What follows belongs to an exercise in optimizing a design on an open flow for small area, a short achievable clock period and few clock cycles; a production flow would make more cautious choices. The RTL was checked by simulation tests, not by an equivalence proof against the original design.

## flow/design.v

```verilog
`default_nettype none
package sram_pkg;
	typedef logic [17:0] sram_addr_t;
	typedef logic [15:0] sram_data_t;
	typedef logic [4:0]  buf_addr_t;    
	typedef logic [31:0] buf_word_t;    
endpackage
`default_nettype wire
`default_nettype none
package idct_pkg;
	typedef logic signed [15:0] sample_t;     
	typedef logic signed [15:0] coeff_t;      
	typedef logic signed [31:0] product_t;
	typedef logic signed [31:0] acc_t;        
	typedef logic [5:0]         coeff_idx_t;  
endpackage
`default_nettype wire
`timescale 1ns/1ps
`default_nettype none
module idct_top (
	input  logic                 clock,
	input  logic                 resetn,
	input  logic                 start_i,
	input  logic [4:0]           block_row_i,
	input  logic [5:0]           block_col_i,
	input  sram_pkg::sram_data_t sram_read_data_i,
	output sram_pkg::sram_addr_t sram_address_o,
	output sram_pkg::sram_data_t sram_write_data_o,
	output logic                 sram_we_n_o,
	output logic                 done_o
);
	logic        busy;
	logic [7:0]  slot;
	logic [7:0]  ns;       
	logic        go;       
	logic [14:0] lp;       
	logic [14:0] base;
	assign go   = start_i && !busy;
	assign ns   = busy ? slot + 8'd1 : 8'd0;
	assign base = {(9'd150 + {4'd0, block_row_i} + {2'd0, block_row_i, 2'b00}), block_col_i};
	logic       ns_rd, ns_wdir, ns_wbuf, ns_wlast;
	logic [2:0] ns_wrow, ns_wj;
	always_comb begin
		ns_rd    = !ns[7] && !ns[3];
		ns_wdir  = !ns[7] && ns[3:1] == 3'b111;
		ns_wlast = ns[7] && ns[6:0] <= 7'd5;
		ns_wbuf  = !ns[7] && ns[3] && ns[2:0] <= 3'd5 && ns[6:4] != 3'd0;
		ns_wrow  = ns_wdir ? ns[6:4] : ns[6:4] - 3'd1;    
		case ({ns_wdir, ns[2:0]})
			4'b1110: ns_wj = 3'd0;
			4'b1111: ns_wj = 3'd7;
			4'b0000: ns_wj = 3'd2;
			4'b0001: ns_wj = 3'd5;
			4'b0010: ns_wj = 3'd3;
			4'b0011: ns_wj = 3'd4;
			4'b0100: ns_wj = 3'd1;
			default: ns_wj = 3'd6;
		endcase
	end
	function automatic logic [2:0] k_of(input logic [2:0] step);
		case (step)
			3'd0:    k_of = 3'd1;
			3'd1:    k_of = 3'd2;
			3'd2:    k_of = 3'd3;
			3'd3:    k_of = 3'd6;
			3'd4:    k_of = 3'd7;
			3'd5:    k_of = 3'd0;
			3'd6:    k_of = 3'd5;
			default: k_of = 3'd4;
		endcase
	endfunction
	logic [17:0] addr_q;
	logic        we_q;     
	logic        done_q;
	always_ff @(posedge clock or negedge resetn) begin
		if (!resetn) begin
			busy   <= 1'b0;
			slot   <= '0;
			done_q <= 1'b0;
			we_q   <= 1'b0;
		end else begin
			if (go) begin
				busy   <= 1'b1;
				slot   <= '0;
				done_q <= 1'b0;
			end else if (busy) begin
				slot <= ns;
				if (slot == 8'd133) begin
					busy   <= 1'b0;
					done_q <= 1'b1;
				end
			end
			we_q <= (busy || go) && (ns_wdir || ns_wbuf || ns_wlast);
		end
	end
	always_ff @(posedge clock) begin
		if (go)
			lp <= base;
		else if (busy && slot[3:0] == 4'd7)
			lp <= lp + 15'd40;    
		if (go)
			addr_q <= {base, k_of(3'd0)};
		else if (ns_rd)
			addr_q <= {lp, k_of(ns[2:0])};
		else
			addr_q <= {12'd0, ns_wrow, ns_wj};
	end
	assign sram_address_o = addr_q;
	assign sram_we_n_o    = !we_q;
	assign done_o         = done_q;
	logic arrive;
	assign arrive = busy && slot[3:0] >= 4'd2 && slot[3:0] <= 4'd9 && slot <= 8'd129;
	logic signed [15:0] s_q;
	always_ff @(posedge clock)
		s_q <= arrive ? sram_read_data_i : 16'd0;
	logic [15:0] s2;
	logic [17:0] t3q;
	logic [18:0] t5q;
	always_ff @(posedge clock) begin
		s2  <= s_q;
		t3q <= {{2{s_q[15]}}, s_q} + {s_q[15], s_q, 1'b0};
		t5q <= {{3{s_q[15]}}, s_q} + {s_q[15], s_q, 2'b00};
	end
	logic [2:0] ns_stepl, ns_step;
	logic       ns_proc;
	assign ns_stepl = 3'(ns[3:0] - 4'd4);
	assign ns_step  = 3'(ns[3:0] - 4'd5);
	assign ns_proc  = (busy || go) && ns[3:0] >= 4'd5 && ns[3:0] <= 4'd12 && !ns[7];
	localparam logic [31:0] NEG = {8'h8E, 8'h1E, 8'h00, 8'hD4};   
	logic [1:0] lsel;      
	logic       first;     
	logic [3:0] neg;
	logic       cv_sub;    
	logic       bshift;    
	always_ff @(posedge clock) begin
		case (ns_stepl)
			3'd1, 3'd3: lsel <= 2'b10;    
			3'd5, 3'd7: lsel <= 2'b11;    
			default:    lsel <= 2'b00;    
		endcase
		first <= ns_proc && ns_step[2:1] == 2'd0;
		for (int x = 0; x < 4; x++)
			neg[x] <= ns_proc && NEG[8*x + ns_step];
		cv_sub <= ns[3:0] == 4'd14 || ns[3:0] == 4'd0 || ns[3:0] == 4'd2 || ns[3:0] == 4'd4;
		bshift <= !(ns[3:0] == 4'd5 || ns[3:0] == 4'd6 || ns[3:0] == 4'd13 || ns[3:0] == 4'd14);
	end
	logic [23:0] sx, t3, t5;
	logic [23:0] p2008, p1892, p1448, p1702, p1137, p783, p399;
	always_comb begin
		sx    = {{8{s2[15]}}, s2};
		t3    = {{6{t3q[17]}}, t3q};
		t5    = {{5{t5q[18]}}, t5q};
		p2008 = (sx << 11) - (t5 << 3);
		p1892 = (sx << 11) - (t5 << 5) + (sx << 2);
		p1448 = (sx << 11) - (t5 << 7) + (t5 << 3);
		p1702 = (t3 << 9) + (t5 << 5) + (t3 << 1);
		p1137 = (sx << 10) + (sx << 7) - (sx << 4) + sx;
		p783  = (t3 << 8) + (sx << 4) - sx;
		p399  = (t3 << 7) + (t3 << 2) + t3;
	end
	logic [23:0] lane0, lane1, lane2, lane3;
	always_ff @(posedge clock) begin
		case (lsel)
			2'b10: begin
				lane0 <= p1892; lane1 <= p783; lane2 <= p783; lane3 <= p1892;
			end
			2'b11: begin
				lane0 <= p1448; lane1 <= p1448; lane2 <= p1448; lane3 <= p1448;
			end
			default: begin
				lane0 <= p2008; lane1 <= p1702; lane2 <= p1137; lane3 <= p399;
			end
		endcase
	end
	logic [23:0] r0, r1, r2, r3, r4, r5, r6, r7;
	logic [23:0] a0, a1, a2, a3;
	always_comb begin
		a0 = (first ? 24'd0 : r0) + (lane0 ^ {24{neg[0]}}) + {23'd0, neg[0]};
		a1 = (first ? 24'd0 : r1) + (lane1 ^ {24{neg[1]}}) + {23'd0, neg[1]};
		a2 = (first ? 24'd0 : r2) + (lane2 ^ {24{neg[2]}}) + {23'd0, neg[2]};
		a3 = (first ? 24'd0 : r3) + (lane3 ^ {24{neg[3]}}) + {23'd0, neg[3]};
	end
	always_ff @(posedge clock) begin
		r0 <= r6; r1 <= r4; r2 <= r7; r3 <= r5;
		r4 <= a0; r5 <= a1; r6 <= a2; r7 <= a3;
	end
	logic [23:0] cv_b, cv;
	assign cv_b = cv_sub ? ~r4 : r6;
	assign cv   = r0 + cv_b + {23'd0, cv_sub};
	logic [15:0] bq0, bq1, bq2, bq3, bq4, bq5;
	always_ff @(posedge clock) begin
		if (bshift) begin
			bq0 <= bq1; bq1 <= bq2; bq2 <= bq3; bq3 <= bq4; bq4 <= bq5;
			bq5 <= cv[23:8];
		end
	end
	logic [15:0] wd_q;
	always_ff @(posedge clock)
		wd_q <= (ns_wdir || ns[7]) ? cv[23:8] : bq0;
	assign sram_write_data_o = wd_q;
endmodule
`default_nettype wire
```

## flow/run.sh

```bash
#!/bin/bash
# synth_recipe.tcl (not shown) runs the flow's synth.tcl, then flattens the netlist and writes it again
# the make line also repeats each setting of config.mk as NAME=value (left out here)
make -C /OpenROAD-flow-scripts/flow DESIGN_CONFIG=/design/flow/config.mk WORK_HOME=/design/flow/orfs CLKGATE_MAP_FILE= SYNTH_SCRIPT=/design/flow/synth_recipe.tcl finish
```

## flow/config.mk

```make
export PLATFORM = sky130hd
export DESIGN_NAME = idct_top
export DESIGN_NICKNAME = idct_top
export VERILOG_FILES = /design/flow/design.v
export SDC_FILE = /design/flow/constraint.sdc
export NUM_CORES = 4
export LEC_CHECK = 0
export CAP_MARGIN = 80
export CORE_MARGIN = 2
export CORE_UTILIZATION = 65
export SETUP_SLACK_MARGIN = 5
export SLEW_MARGIN = 80
```

## flow/constraint.sdc

```tcl
create_clock -name core_clock -period 13.0 [get_ports {clock}]
set_input_delay 2.6000 -clock core_clock [delete_from_list [all_inputs] [get_ports {clock}]]
set_output_delay 2.6000 -clock core_clock [all_outputs]
set_load 0.01 [all_outputs]
```

==> run summary, run 1 <==
status=finished clean; combined global-route utilization of all metal layers=32.9%; cell taking the most area after synthesis=sky130_fd_sc_hd__dfxtp_1; max capacitance violation total=0; fill cell count=3049; required time of the critical path=13.53 ns; die boundary height=222 µm; Setup Total Neg Slack=0 ns; insertion delay to the later sink of the worst-skew pair=0.62 ns; total congestion overflow after global routing=0; Clock Tree Root=sky130_fd_sc_hd__clkbuf_16; antenna violations before repair=1; critical path arrival=5.11 ns; CTS buffer count=52; ratio of final minimum period to clock period=35.2%; min-delay src=r5[17]; transition time at the pin with the least slew margin=0.363 ns; Final Wtd Congestion=1.04; die area=49300 µm²; Worst slew margin=75.5%; r2r endpoint=r6[20]; net count after synthesis=3627; depth of the worst register-to-register path=16; mean post-synth cell area=9.77 µm²; Worst Setup Path Type=reg -> reg; Synth-to-Final Area Change=17.3%; wire length of the first global-routing pass=128000 µm; final max-slew violation count=0; flip-flop and latch count after synthesis=513; async set or reset register ratio after synthesis=2.14%; H-tree depth=2; post-CTS clock slew at the launch and capture registers of the worst setup and hold paths=0.06 ns; share of final-layout standard cells stronger than drive strength 1=14.1%; post-cts sizing count=0; nets@finish=3756; worst min-delay path class=reg -> reg; type of destination of the critical path=register; Critical path origin=first; final hold violation count=0; # port buffers=65; n_diodes=0; final setup violation count=0; HPWL after detailed placement=63500 µm; Setup crit start kind=register; R2R Setup Slk=8.43 ns; unrepaired setup endpoints after global routing=false; number of flops mapped to enable cells by yosys=111; Post-CTS Hold Fix Bufs=0; setup fix buffers added after clock tree synthesis=0; largest buffer count on any clock path=3; proportion of netlist area held by the largest area contributor=25.3%; Starting Density=66.1%; remaining antenna violation count after routing=0; area of the core region=46800 µm²; highest clock frequency the design can meet=219 MHz; Post-route DRC=0; ranking of synthesized cells by area=sky130_fd_sc_hd__dfxtp_1 (25%), sky130_fd_sc_hd__ha_1 (14%), sky130_fd_sc_hd__edfxtp_1 (11%), sky130_fd_sc_hd__fa_1 (6.2%), sky130_fd_sc_hd__xnor2_1 (5.0%); number of distinct library cell variants in the gate-level netlist after synthesis=90; Die X-Extent=222 µm; FF-to-FF Start=first; clock tree from TritonCTS=built; number of global-route vias before repair=24400; total number of vias=24100; Synth Warn #=1; sequential-to-total area share from yosys stat=37.0%; Min-Delay Path Depth=0; highest net fanout along the worst path=29; largest net degree at the start of global routing=50; clock period minus worst slack=4.57 ns; Mapped Area=30900 µm²; ports placed on the boundary=66; number of DRC markers after the initial detailed-route iteration=1778; clock sinks=513; flip-flop cell with the highest count after synthesis=sky130_fd_sc_hd__dfxtp_1; worst-case clock skew=0.0197 ns; number of cell rows=79; average detailed-routed wire length per instance=21.0 µm; end point of the worst hold path=r3[17]; sum of routed wire length over all layers=82600 µm; synthesized instance count=3161; Vias/cell=6.12; drt first pass iters=5
-- layout make-up --
type	count	area, µm²	share of cell area [%]
clock inverter	30	299	0.826
multi-input combinational	2332	19800	54.7
tap	607	759	2.10
clock buffer	66	1420	3.91
inverter	257	985	2.72
timing repair buffer	134	1400	3.87
sequential	513	11500	31.9
-- stage by stage --
stage	setup WS, ns	instance area (µm²)	hold WS [ns]	cells	util, %
6_report	8.43	36200	0.322	3939	77.5
5_1_grt	8.27	36200	0.329	3939	77.5
4_1_cts	8.70	35500	0.320	3931	75.8
3_5_place_dp	8.12	33700	0.312	3835	72.2
3_3_place_gp	8.05	32200	0.309	3793	68.9
2_1_floorplan	8.52	30900	0.310	3161	-
-- sequential cells by signal, summed over array words and instances, names as in the netlist, 18 cells and up --
register	cells
lane0	21
lane2	24
r6	24
r1	24
r4	24
lane1	24
r2	24
r5	24
r7	24
t5q	18
lane3	24
r3	24
r0	24
addr_q	18
-- how the worst max path moves through the flow --
stage	to	slack, ns	depth (start not counted)
floorplan	lane2[23]	8.52	13
global placement	addr_q[3]	8.05	5
detailed placement	lp[12]	8.12	13
CTS	r6[20]	8.70	15
global route	r6[20]	8.27	16
finish	r6[20]	8.43	16
-- placed cells by master (no fill, tap or decap), types with 23 or more instances in the layout --
master and instances:
sky130_fd_sc_hd__fa_1 96, sky130_fd_sc_hd__clkdlybuf4s50_1 75, sky130_fd_sc_hd__a21oi_2 23, sky130_fd_sc_hd__edfxtp_1 111
sky130_fd_sc_hd__inv_1 237, sky130_fd_sc_hd__and3_1 28, sky130_fd_sc_hd__dfxtp_1 345, sky130_fd_sc_hd__o21ai_1 36
sky130_fd_sc_hd__o21a_1 30, sky130_fd_sc_hd__dfxtp_2 27, sky130_fd_sc_hd__nor2_1 164, sky130_fd_sc_hd__a21o_1 77
sky130_fd_sc_hd__nand2b_1 36, sky130_fd_sc_hd__and2_1 32, sky130_fd_sc_hd__nand2_1 167, sky130_fd_sc_hd__xor2_1 153
sky130_fd_sc_hd__ha_1 330, sky130_fd_sc_hd__a21oi_1 182, sky130_fd_sc_hd__nand3_1 54, sky130_fd_sc_hd__o21ai_0 126
sky130_fd_sc_hd__nor2b_1 105, sky130_fd_sc_hd__xnor2_1 157, sky130_fd_sc_hd__nor3_1 38, sky130_fd_sc_hd__clkbuf_16 53
-- metal layers --
metal	track usage [%]	vias up	wire [µm]
li1	-	11300	-
met1	43.3	11700	34500
met2	55.3	918	39000
met3	5.42	189	6450
met4	11.0	0	2620
met5	0	-	0
-- synth_stat cells (all sizes together), types with 96 or more instances --
| cell type | instances |
|---|---|
| ha | 340 |
| a21oi | 210 |
| inv | 253 |
| xnor2 | 176 |
| fa | 96 |
| nand2 | 170 |
| xor2 | 165 |
| dfxtp | 391 |
| o21ai | 184 |
| edfxtp | 111 |
| nor2b | 122 |
| nor2 | 183 |
-- logic make-up (layout without fill, tap and decap cells) --
| logic type | Yosys count | after routing | share of synthesized area (%) |
|---|---|---|---|
| and+or+nand+nor | 772 | 772 | 12.6 |
| AOI/OAI and AO/OA | 761 | 761 | 16.0 |
| DFF | 513 | 513 | 37.0 |
| adders and majority gates | 436 | 436 | 20.0 |
| xor gates and xnor gates | 341 | 341 | 9.67 |
| buffers and inverters | 316 | 487 | 3.87 |
| muxes | 22 | 22 | 0.782 |
-- worst max-delay path, stage by stage, from the launching register on --
cell	delay, ns
sky130_fd_sc_hd__dfxtp_4	0.48
sky130_fd_sc_hd__buf_8	0.19
sky130_fd_sc_hd__buf_12	0.20
sky130_fd_sc_hd__nor2b_1	0.07
sky130_fd_sc_hd__ha_1	0.36
sky130_fd_sc_hd__a21o_1	0.26
sky130_fd_sc_hd__o41ai_4	0.29
sky130_fd_sc_hd__clkdlybuf4s25_1	0.36
sky130_fd_sc_hd__buf_1	0.15
sky130_fd_sc_hd__o31a_1	0.23
sky130_fd_sc_hd__a31oi_4	0.17
sky130_fd_sc_hd__a2111oi_4	0.31
sky130_fd_sc_hd__clkdlybuf4s50_1	0.54
sky130_fd_sc_hd__clkdlybuf4s50_1	0.49
sky130_fd_sc_hd__o21bai_1	0.07
sky130_fd_sc_hd__a21oi_1	0.17
sky130_fd_sc_hd__xnor2_1	0.14
Testbench counts, summed over its fixed seeds: cycles 34,560.
==> run 2: changes to the inputs <==
--- a/flow/config.mk
+++ b/flow/config.mk
@@ -7,3 +7,3 @@
 export LEC_CHECK = 0
-export CAP_MARGIN = 80
+export CAP_MARGIN = 20
 export CORE_MARGIN = 2
@@ -11,2 +11,2 @@
 export SETUP_SLACK_MARGIN = 5
-export SLEW_MARGIN = 80
+export SLEW_MARGIN = 20
==> run 2 against run 1 <==
Effect of this change: still clean on timing, DRC and antenna; register-to-register slack hardly changed; fmax is 0.14% lower; first-iteration DRC count is 8.3% higher; worst setup slack worse by 0.0062 ns; routed wire length is 3.1% lower; count of clock-buffer cells in the layout is 8 higher; final cell count is 1.3% lower; design area is 6.4% lower; synthesized cell count stayed put; utilization is 4.9 points lower.
==> run summary, run 2 <==
flip-flop and latch count after synthesis=513; R2R Setup Slk=8.42 ns; drt first pass iters=7; number of flops mapped to enable cells by yosys=111; depth of the worst register-to-register path=12; number of cell rows=79; cell taking the most area after synthesis=sky130_fd_sc_hd__dfxtp_1; clock tree from TritonCTS=built; Setup crit start kind=register; Min-Delay Path Depth=0; Post-route DRC=0; highest clock frequency the design can meet=218 MHz; type of destination of the critical path=register; most frequent cell after synthesis=sky130_fd_sc_hd__dfxtp_1; sum of routed wire length over all layers=80000 µm; async set or reset register ratio after synthesis=2.14%; FF-to-FF Start=s2[6]; post-CTS clock slew at the launch and capture registers of the worst setup and hold paths=0.07 ns; total congestion overflow after global routing=0; unrepaired setup endpoints after global routing=false; worst-case clock skew=0.0403 ns; H-tree depth=2; nets@finish=3705; Synth Warn #=1; min-delay src=r5[11]; CTS buffer count=51; most frequent standard cell in the layout excluding fill and tap cells=sky130_fd_sc_hd__dfxtp_1; end point of the worst hold path=r3[11]; number of distinct library cell variants in the gate-level netlist after synthesis=90; commonest non-fill, non-tap cells in the layout=sky130_fd_sc_hd__dfxtp_1 (388), sky130_fd_sc_hd__ha_1 (340), sky130_fd_sc_hd__inv_1 (253); required time of the critical path=13.46 ns; Die X-Extent=222 µm; Clock Tree Root=sky130_fd_sc_hd__clkbuf_16; max capacitance violation total=0; Worst Setup Path Type=reg -> reg; wire length of the first global-routing pass=125000 µm; final max-slew violation count=0; clock sinks=513; Starting Density=66.1%; critical path arrival=5.04 ns; total number of vias=23600; largest buffer count on any clock path=3; proportion of netlist area held by the largest area contributor=25.3%; cell types with the highest counts after synthesis=sky130_fd_sc_hd__dfxtp_1 (391), sky130_fd_sc_hd__ha_1 (340), sky130_fd_sc_hd__inv_1 (253), sky130_fd_sc_hd__a21oi_1 (208), sky130_fd_sc_hd__nor2_1 (182); Mapped Area=30900 µm²; final setup violation count=0; share of final-layout standard cells stronger than drive strength 1=4.79%; Worst slew margin=33.2%; n_diodes=0; number of DRC markers after the initial detailed-route iteration=1926; combined global-route utilization of all metal layers=32.2%; die area=49300 µm²; mean post-synth cell area=9.77 µm²; number of global-route vias before repair=23500; sequential standard cell area=11400 µm²; ports placed on the boundary=66; worst min-delay path class=reg -> reg; setup fix buffers added after clock tree synthesis=0; Critical path origin=s2[6]; area of the core region=46800 µm²; ratio of final minimum period to clock period=35.2%; highest net fanout along the worst path=6; Final Wtd Congestion=1.04; flip-flop cell with the highest count after synthesis=sky130_fd_sc_hd__dfxtp_1; average detailed-routed wire length per instance=20.6 µm; post-cts sizing count=0; Vias/cell=6.06; antenna violations before repair=2; die boundary height=222 µm; sequential-to-total area share from yosys stat=37.0%; largest net degree at the start of global routing=83; r2r endpoint=lane2[22]; synthesized instance count=3161; Post-CTS Hold Fix Bufs=0; Synth-to-Final Area Change=9.79%; # port buffers=65; status=finished clean; ranking of synthesized cells by area=sky130_fd_sc_hd__dfxtp_1 (25%), sky130_fd_sc_hd__ha_1 (14%), sky130_fd_sc_hd__edfxtp_1 (11%), sky130_fd_sc_hd__fa_1 (6.2%), sky130_fd_sc_hd__xnor2_1 (5.0%); HPWL after detailed placement=61500 µm; remaining antenna violation count after routing=0; multi-input logic area=18300 µm²; net count after synthesis=3627; final hold violation count=0; Setup Total Neg Slack=0 ns; insertion delay to the later sink of the worst-skew pair=0.64 ns; transition time at the pin with the least slew margin=0.992 ns; final-layout worst hold slack=0.299 ns; clock period minus worst slack=4.58 ns; fill cell count=3424
## run 2: cell counts after synthesis
No cell type changed its count.
## run 2: worst max-delay path by stage
stage / end / cells after the start
final: lane2[22] / 12
after global routing: lane2[23] / 12
after CTS: lane2[22] / 12
after detailed placement: addr_q[3] / 5
after global placement: addr_q[3] / 5
after floorplan: lane2[23] / 13
## run 2: cell families after synthesis
group	after synthesis	synth area share [%]
DFF	513	37.0
buffers and inverters	316	3.87
AOI/OAI and AO/OA	761	16.0
and+or+nand+nor	772	12.6
adders and majority gates	436	20.0
xor gates and xnor gates	341	9.67
muxes	22	0.782
## run 2: final cells by class
cell class / count / share of cell area, %
clock inverters: 20 / 0.694
inverters: 257 / 2.85
flip-flops and latches: 513 / 33.8
clock buffers: 74 / 4.29
well taps: 607 / 2.24
repair buffers: 84 / 2.34
multi-input cells: 2332 / 53.8
## run 2: layer usage
layer  vias to the layer above  track usage (%)  wire, µm
li1                      11200                -         -
met1                     11300             42.4     34500
met2                       822             53.9     37000
met3                       209             5.01      5580
met4                         0             11.9      2900
met5                         -                0         0
## run 2: critical path, cell delays in order (launching register included)
cell	delay, ns
sky130_fd_sc_hd__dfxtp_1	0.58
sky130_fd_sc_hd__inv_1	0.32
sky130_fd_sc_hd__fa_1	0.62
sky130_fd_sc_hd__fa_1	0.43
sky130_fd_sc_hd__ha_1	0.39
sky130_fd_sc_hd__a21o_1	0.21
sky130_fd_sc_hd__a21o_1	0.22
sky130_fd_sc_hd__and2_1	0.20
sky130_fd_sc_hd__a211oi_1	0.50
sky130_fd_sc_hd__o211ai_1	0.35
sky130_fd_sc_hd__a31o_2	0.33
sky130_fd_sc_hd__xnor2_1	0.14
sky130_fd_sc_hd__o221ai_1	0.13
## run 2: stage by stage
| stage | cells | area (µm²) | setup WS [ns] | utilization, % |
|---|---|---|---|---|
| floorplan | 3161 | 30900 | 8.52 | - |
| global placement | 3793 | 32200 | 8.05 | 68.9 |
| detailed placement | 3793 | 32200 | 7.97 | 68.9 |
| CTS | 3887 | 33900 | 8.51 | 72.5 |
| global route | 3887 | 33900 | 8.29 | 72.5 |
| finish | 3887 | 33900 | 8.42 | 72.5 |
==> run 3: changes to the inputs <==
==> flow/flow/run.sh (new file) <==
#!/bin/bash
# Standard layout, with timing repair aiming well below the clock period.
bash standard.sh SETUP_SLACK_MARGIN=9.5 finish > standard.log 2>&1
==> flow/standard.sh (new file) <==
#!/bin/bash
# synth_recipe.tcl (not shown) runs the flow's synth.tcl, then flattens the netlist and writes it again
# the make line also repeats each setting of config.mk as NAME=value (left out here)
make -C /OpenROAD-flow-scripts/flow DESIGN_CONFIG=/design/flow/config.mk WORK_HOME=/design/flow/orfs CLKGATE_MAP_FILE= SYNTH_SCRIPT=/design/flow/synth_recipe.tcl "${@:-finish}"
removed: flow/run.sh
==> run 3 against run 2 <==
Effect of this change: register-to-register slack better by 0.95 ns; via count rose by 3.1%; synthesized cell count did not move; clock skew is 0.028 ns lower; highest routed layer is now met5.
==> run summary, run 3 <==
status=finished clean; Synth Warn #=1; highest clock frequency the design can meet=268 MHz; type of destination of the critical path=output port; count of non-filler cells in the finished layout=3980; number of flops mapped to enable cells by yosys=111; flip-flop cell with the highest count after synthesis=sky130_fd_sc_hd__dfxtp_1; synthesized instance count=3161; # port buffers=65; Final Wtd Congestion=1.05; share of final-layout standard cells stronger than drive strength 1=14.6%; final setup violation count=0; total congestion overflow after global routing=0; CTS buffer count=52; proportion of netlist area held by the largest area contributor=25.3%; Critical Path, Cell by Cell=buf_2; final max-slew violation count=0; number of distinct library cell variants in the gate-level netlist after synthesis=90; HPWL after detailed placement=60600 µm; combined global-route utilization of all metal layers=32.9%; Die X-Extent=222 µm; max capacitance violation total=0; async set or reset register ratio after synthesis=2.14%; average detailed-routed wire length per instance=20.9 µm; clock period minus worst slack=3.74 ns; Worst Slack Setup Final=9.26 ns; fill cell count=3224; cell types with the highest counts after synthesis=sky130_fd_sc_hd__dfxtp_1 (391), sky130_fd_sc_hd__ha_1 (340), sky130_fd_sc_hd__inv_1 (253), sky130_fd_sc_hd__a21oi_1 (208), sky130_fd_sc_hd__nor2_1 (182); H-tree depth=2; Worst Setup Path Type=reg -> out; pre-CTS setup slack=7.95 ns; biggest cell delay along the critical path=0.38 ns; Setup Total Neg Slack=0 ns; total number of vias=24300; multi-input logic area=19100 µm²; sequential standard cell area=11600 µm²; Top Family by Delay on Critical Path=flip-flops; nets@finish=3795; Setup crit start kind=register; final core occ=76.7%; worst-case clock skew=0.0128 ns; unrepaired setup endpoints after global routing=true; cell taking the most area after synthesis=sky130_fd_sc_hd__dfxtp_1; number of DRC markers after the initial detailed-route iteration=1892; clock sinks=513; ratio of final minimum period to clock period=28.7%; Slowest-stage cell, CP=sky130_fd_sc_hd__dfrtp_1; number of global-route vias before repair=24200; clock tree from TritonCTS=built; commonest non-fill, non-tap cells in the layout=sky130_fd_sc_hd__dfxtp_1 (337), sky130_fd_sc_hd__ha_1 (316), sky130_fd_sc_hd__inv_1 (224); sequential-to-total area share from yosys stat=37.0%; Vias/cell=6.10; sum of routed wire length over all layers=83200 µm; Starting Density=66.1%; drt first pass iters=6; ranking of synthesized cells by area=sky130_fd_sc_hd__dfxtp_1 (25%), sky130_fd_sc_hd__ha_1 (14%), sky130_fd_sc_hd__edfxtp_1 (11%), sky130_fd_sc_hd__fa_1 (6.2%), sky130_fd_sc_hd__xnor2_1 (5.0%); area of the core region=46800 µm²; highest net fanout along the worst path=2; ports placed on the boundary=66; Synth-to-Final Area Change=16.1%; Clock Tree Root=sky130_fd_sc_hd__clkbuf_16; worst min-delay path class=reg -> reg; number of placed instances with taps included=3788; antenna violations before repair=1; post-CTS clock slew at the launch and capture registers of the worst setup and hold paths=0.06 ns; final hold violation count=0; Mapped Area=30900 µm²; wire length of the first global-routing pass=128000 µm; most frequent standard cell in the layout excluding fill and tap cells=sky130_fd_sc_hd__dfxtp_1; largest net degree at the start of global routing=92; largest buffer count on any clock path=3; insertion delay to the later sink of the worst-skew pair=0.62 ns; required time of the critical path=10.40 ns; number of cell rows=79; final-layout worst hold slack=0.325 ns; flip-flop and latch count after synthesis=513; mean post-synth cell area=9.77 µm²; transition time at the pin with the least slew margin=0.997 ns; die area=49300 µm²; die boundary height=222 µm; remaining antenna violation count after routing=0; Worst slew margin=33.4%; critical path arrival=1.14 ns; CP Buf/Inv Count=1; net count after synthesis=3627; most frequent cell after synthesis=sky130_fd_sc_hd__dfxtp_1; n_diodes=0; Post-route DRC=0
[run 3: cell count changes in the layout (fill, tap and decap cells not counted), sizes merged]
cell | before | now
inv | 255 | 239
buf | 19 | 143
bufinv | 3 | 5
clkinv | 16 | 27
clkinvlp | 3 | 19
bufbuf | 0 | 1
nand2b | 39 | 40
dlymetal6s2s | 0 | 1
clkdlybuf4s50 | 65 | 23
clkbuf | 74 | 69
[run 3: cell families after synthesis]
family,after synthesis,synth area share (%)
compound gates,761,16.0
simple gates,772,12.6
mux,22,0.782
fa+ha+maj,436,20.0
xor+xnor,341,9.67
flops,513,37.0
buf+inv,316,3.87
[run 3: repair_timing]
action                                  CTS  global route
endpoints found under the setup margin  172           117
buffers inserted                         48            40
gates cloned                              4             2
gates resized for setup                 307           146
pin swaps                                24            53
hold buffers                              0             0
[run 3: path summary, 6_finish.rpt]
check	slack (ns)	startpoint	endpoint	depth (start not counted)
setup / recovery	9.26	done_q	done_o	1
hold / removal	0.33	r5[21]	r3[21]	0
setup reg to reg	9.37	s2[3]	lane2[19]	13
hold reg to reg	0.33	r5[21]	r3[21]	0
max in group asynchronous	10.28	resetn	slot[0]	1
min in group asynchronous	2.35	resetn	slot[5]	1
[run 3: stage by stage]
step / instance area [µm²]
5_1_grt: 35900
4_1_cts: 34900
3_3_place_gp: 32300
6_report: 35900
3_5_place_dp: 32300
2_1_floorplan: 31000
[run 3: cell type report]
| cell class | instances | area share, % |
|---|---|---|
| clock inverter | 31 | 0.959 |
| inverter | 257 | 2.97 |
| sequential | 513 | 32.2 |
| timing repair inverter | 2 | 0.0419 |
| timing repair buffer | 170 | 4.35 |
| tap | 607 | 2.12 |
| clock buffer | 67 | 4.10 |
| multi-input combinational | 2333 | 53.2 |
[run 3: routing by layer]
metal | share of wire [%] | global-route usage (%) | wire, µm | vias up
met5 | 0.061 | 0 | 51 | -
li1 | - | - | - | 11400
met2 | 46 | 54.6 | 38600 | 958
met4 | 5.0 | 15.0 | 4150 | 2
met3 | 7.4 | 4.78 | 6130 | 255
met1 | 41 | 42.6 | 34300 | 11700

==> static timing again, ports no longer ideal <==
The results above use ideal ports. As a check the final layouts listed here were re-extracted and re-timed, cells and wires unchanged.
Step 1 assumes that a clkbuf_16 drives the clock port and a buf_2 every other input.
Step 2 also shifts input and output timing later by t, the mid clock arrival at the registers, as if the neighbouring blocks saw the same clock.
a / b / c = ideal ports / drivers / drivers and shift; a / b = the first two.
run	shift t [ns]	setup WS [ns]	worst setup path at the end	worst data-port slew with drivers (ns)
run 1	0.674	8.427 / 8.427 / 8.078	input to register	0.05
run 2	0.679	8.421 / 8.421 / 7.982	input to register	0.04
run 3	0.675	9.264 / 9.202 / 8.638	input to register	0.05
After both steps setup and hold are still met in every run listed. For run 3, which loses most, drivers alone change the setup slack by -0.062 ns; drivers and shift together by -0.626 ns.
